From an optimization exercise on the open Yosys and OpenROAD flow, aimed at small area, a short achievable clock period and few clock cycles; shortcuts taken in it are not production practice.
Function was checked by simulation only, so behaviour that the tests miss may differ from the original.
Power and IR drop assume default switching activity.

==> inputs of trial 75 <==
// cnn_accel_top
module cnn_accel_top (
	input  wire logic                      clk,
	input  wire logic                      rstn,
	input  wire logic                      req_i,
	input  wire logic                      we_i,
	input  wire logic [REG_AW-1:0]         addr_i,
	input  wire logic [DATA_W-1:0]         wdata_i,
	output      logic                      ack_o,
	output      logic [DATA_W-1:0]         rdata_o,
	output      logic [N_KERN*PIX_W-1:0]   out_pixel_o,
	output      logic                      out_valid_o
);
==> module frame_sequencer, before the edit <==
module frame_sequencer (
	input  wire logic                          clk,
	input  wire logic                          rstn,
	input  wire logic                          start_i,
	input  wire logic                          cfg_wr_i,
	input  wire logic                          other_wr_i,
	input  wire logic                          img_we_i,
	input  wire logic [IMG_AW:0]               img_idx_i,
	input  wire logic [DIM_W-1:0]              width_i,
	input  wire logic [DIM_W-1:0]              height_i,
	input  wire logic [IMG_AW-1:0]             phase_i,
	input  wire logic [N_RTAP-1:0][PIX_W-1:0]  tap_i,
	output      logic [2:0][PIX_W-1:0]         px0_o,    
	output      logic [2:0][PIX_W-1:0]         px1_o,    
	output      logic [2:0][PIX_W-1:0]         px2_o,    
	output      logic                          beat_o,        
	output      logic                          last_o         
);
	logic             wait_q;
	logic             run_q;
	logic             go;
	logic [3:0]       tap_sel_q;
	logic [DIM_W-1:0] col_q;
	logic [DIM_W-1:0] row_q;
	logic [PIX_W-1:0] x_q;
	logic [LB_LEN-1:0][PIX_W-1:0] lb1_q;
	logic [LB_LEN-1:0][PIX_W-1:0] lb2_q;
	logic [PIX_W-1:0] mid_q;
	logic [PIX_W-1:0] x_d, mid_d, top_d;
	logic             early_q;    
	logic [DIM_W-1:0] wc_q, hc_q;
	logic [9:0]       npix_q;     
	logic             pred_v_q;   
	logic [9:0]       pred_q;     
	logic [2:0]       quiet_q;    
	logic [2:0]       low_q;      
	logic [2:0]       cfg_age_q;  
	logic             low_wr;
	logic             beat_step;  
	logic             go_early;
	logic             drop;
	assign go = (start_i || wait_q) && !run_q && (phase_i[3:0] == 4'hf) &&
	            (cfg_age_q >= 3'd4);
	assign beat_step = (row_q != '0) && !(row_q == DIM_W'(1) && col_q == '0);
	assign low_wr   = img_we_i && (img_idx_i < 9'd24);
	assign go_early = !run_q && !wait_q && !start_i && pred_v_q && (quiet_q == 3'd7) &&
	                  !low_wr && (low_q == '0) &&
	                  (phase_i[3:0] == 4'hf) && (pred_q <= 10'(width_i) + 10'd2);
	assign drop = run_q && early_q && !start_i && (cfg_wr_i || beat_step || low_wr);
	always_ff @(posedge clk) begin
		wc_q   <= width_i;
		hc_q   <= height_i;
		npix_q <= wc_q * hc_q;
		if (img_we_i)
			pred_q <= ((npix_q - 10'(img_idx_i)) << 1) - 1'b1;
		else if (pred_q != '0)
			pred_q <= pred_q - 1'b1;
	end
	always_ff @(posedge clk or negedge rstn) begin
		if (!rstn) begin
			pred_v_q <= 1'b0;
			quiet_q  <= '0;
			low_q    <= '0;
			cfg_age_q <= '0;
		end else begin
			if (cfg_wr_i)
				cfg_age_q <= '0;
			else if (cfg_age_q != 3'd7)
				cfg_age_q <= cfg_age_q + 1'b1;
			if (low_wr)
				low_q <= 3'd4;
			else if (low_q != '0)
				low_q <= low_q - 1'b1;
			if (other_wr_i) begin
				pred_v_q <= 1'b0;
				quiet_q  <= '0;
			end else begin
				if (quiet_q != 3'd7) quiet_q <= quiet_q + 1'b1;
				if (img_we_i)
					pred_v_q <= 10'(img_idx_i) < npix_q;
				else if (drop)
					pred_v_q <= 1'b0;
			end
		end
	end
	always_ff @(posedge clk or negedge rstn) begin
		if (!rstn) begin
			wait_q      <= 1'b0;
			run_q       <= 1'b0;
			early_q     <= 1'b0;
			tap_sel_q   <= '0;
			col_q       <= '0;
			row_q       <= '0;
			beat_o      <= 1'b0;
			last_o      <= 1'b0;
		end else begin
			if (go || go_early) begin
				wait_q    <= 1'b0;
				run_q     <= 1'b1;
				early_q   <= go_early;
				tap_sel_q <= 4'd15 - phase_i[7:4];
				col_q     <= '0;
				row_q     <= '0;
			end else if (drop) begin
				run_q     <= 1'b0;
				early_q   <= 1'b0;
			end else begin
				if (start_i) begin
					if (run_q) early_q <= 1'b0;   
					else       wait_q  <= 1'b1;
				end
				if (run_q) begin
					if (row_q == height_i + 1'b1) begin
						run_q <= 1'b0;
					end else if (col_q == width_i - 1'b1) begin
						col_q <= '0;
						row_q <= row_q + 1'b1;
					end else begin
						col_q <= col_q + 1'b1;
					end
				end
			end
			beat_o      <= run_q && !drop && beat_step;
			last_o      <= run_q && !drop && (row_q == height_i + 1'b1);
		end
	end
	always_comb begin
		x_d   = (run_q && row_q < height_i) ? tap_i[tap_sel_q] : '0;
		mid_d = (width_i == DIM_W'(1)) ? x_q : lb1_q[width_i - 2'd2];
		if (row_q <= DIM_W'(1))
			top_d = '0;
		else
			top_d = (width_i == DIM_W'(1)) ? mid_q : lb2_q[width_i - 2'd2];
	end
	always_ff @(posedge clk) begin
		x_q   <= x_d;
		mid_q <= mid_d;
		lb1_q <= {lb1_q[LB_LEN-2:0], x_q};
		lb2_q <= {lb2_q[LB_LEN-2:0], mid_q};
		px1_o <= {x_d, mid_d, top_d};
		px0_o <= (col_q == width_i - 1'b1) ? '0 : {x_d, mid_d, top_d};
		px2_o <= (col_q == '0)             ? '0 : {x_d, mid_d, top_d};
	end
endmodule
export LEC_CHECK = 0
export ABC_AREA = 1
export CAP_MARGIN = 20
export CORE_MARGIN = 2
export CORE_UTILIZATION = 55
export SLEW_MARGIN = 20
create_clock -name core_clock -period 15.0 [get_ports {clk}]
standard.sh (not shown) runs the stock make flow with config.mk's settings and CLKGATE_MAP_FILE= SYNTH_SCRIPT=/design/flow/synth_recipe.tcl, a recipe that flattens the netlist after the stock synthesis.
==> flow/flow/run.sh <==
#!/bin/bash
set -uo pipefail
bash standard.sh SETUP_SLACK_MARGIN=10.5 \
	"BUFFER_PORTS_ARGS=-buffer_cell sky130_fd_sc_hd__buf_4" finish > standard.log 2>&1
rc=$?
tail -n 40 standard.log
exit $rc
==> build 33 (differences from trial 75) <==
--- a/flow/design.v
+++ b/flow/design.v
@@ -283,4 +283,7 @@
 	logic [PIX_W-1:0] mid_q;
 	logic [PIX_W-1:0] x_d, mid_d, top_d;
+	logic [2:0][PIX_W-1:0] px_q;
+	logic             not_l_q;    
+	logic             not_f_q;    
 	logic             early_q;    
 	logic [DIM_W-1:0] wc_q, hc_q;
@@ -393,8 +396,11 @@
 		lb1_q <= {lb1_q[LB_LEN-2:0], x_q};
 		lb2_q <= {lb2_q[LB_LEN-2:0], mid_q};
-		px1_o <= {x_d, mid_d, top_d};
-		px0_o <= (col_q == width_i - 1'b1) ? '0 : {x_d, mid_d, top_d};
-		px2_o <= (col_q == '0)             ? '0 : {x_d, mid_d, top_d};
+		px_q    <= {x_d, mid_d, top_d};
+		not_l_q <= (col_q != width_i - 1'b1);
+		not_f_q <= (col_q != '0);
 	end
+	assign px1_o = px_q;
+	assign px0_o = px_q & {(3*PIX_W){not_l_q}};
+	assign px2_o = px_q & {(3*PIX_W){not_f_q}};
 endmodule
 `default_nettype wire
--- a/flow/config.mk
+++ b/flow/config.mk
@@ -9,4 +9,6 @@
 export CAP_MARGIN = 20
 export CORE_MARGIN = 2
-export CORE_UTILIZATION = 55
+export CORE_UTILIZATION = 65
+export CTS_CLUSTER_DIAMETER = 60
+export CTS_CLUSTER_SIZE = 30
 export SLEW_MARGIN = 20
==> summary.txt <==
Timing
  • FMAX: 217.9 MHz
  • Final Critical Period: 4.589 ns

Power and ir drop
  • Peak supply drop: 0.0001568 V

Run status
  • Run status: timing/DRC/antenna clean

Setup path
  • CP Cell Sequence: buf_4 -> inv_1 -> nor2_1 -> inv_1 -> nor2_1 -> inv_1 -> nor2_2 -> buf_4 -> nand2_1 -> o2111ai_1 -> a221oi_1 -> o2111ai_1
  • R2R depth: 12

Final layout
  • Filler cells: 16820
  • Final #Nets: 17740

Drt
  • Mean routed wirelength per cell: 30.27 um
the above is filed under build 33

==> summary.txt <==
Power and ir drop
  • Peak supply drop: 0.0001762 V

Run
  • Max Cap Violations: 0

Clocking
  • Clk latency of the worst-skew pair: 0.95 ns
  • H-tree Lvls: 5

Setup path
  • CP Cell Sequence: buf_4 -> clkinv_2 -> buf_6 -> o22ai_1 -> xor2_1 -> fa_1 -> fa_1 -> fa_1 -> inv_1 -> fa_1 -> fa_1
  • R2R depth: 11

Run status
  • Run status: timing/DRC/antenna clean

Yosys
  • Syn Nets: 17940

Global route
  • All-Layer GR Usage: 35.51%
  • Total gr overflow: 0

Final layout
  • Filler cells: 24510
  • Final #Nets: 18120

Drt
  • Mean routed wirelength per cell: 26.01 um

Timing
  • FMAX: 222.1 MHz
the above is filed under trial 75

Testbench counts of trial 75, summed over its fixed seeds: cycles 12,534.
Testbench counts of build 33, summed over its fixed seeds: cycles 12,534.

[afterwards: timing with drivers on the ports]
No port has a modelled driver above. Below, the same layouts with a new extraction and two added sets of constraints.
Step 1, drivers: a clkbuf_16 drives clk and a buf_2 each remaining input, both assumed.
Step 2, shift: input delay + t, output delay - t, t = (earliest + latest rising clock arrival at the registers) / 2. This alone moves slack from input paths to output paths.
a / b / c = no drivers / after step 1 / after step 2; a / b = the first two.
run	t, ns	setup slack, ns	worst setup path at the end	clock arrival spread, ns	worst slew at a driven data input, ns
trial 75	1.023	10.498 / 10.402 / 9.607	input to register	0.083 / 0.082	0.13
build 33	0.996	10.411 / 10.367 / 9.371	input to register	0.106 / 0.107	0.18
After both steps setup and hold are still met in every run listed. The setup slack of build 33, which loses most, moves by -0.044 ns with the drivers and by -1.040 ns with both steps.
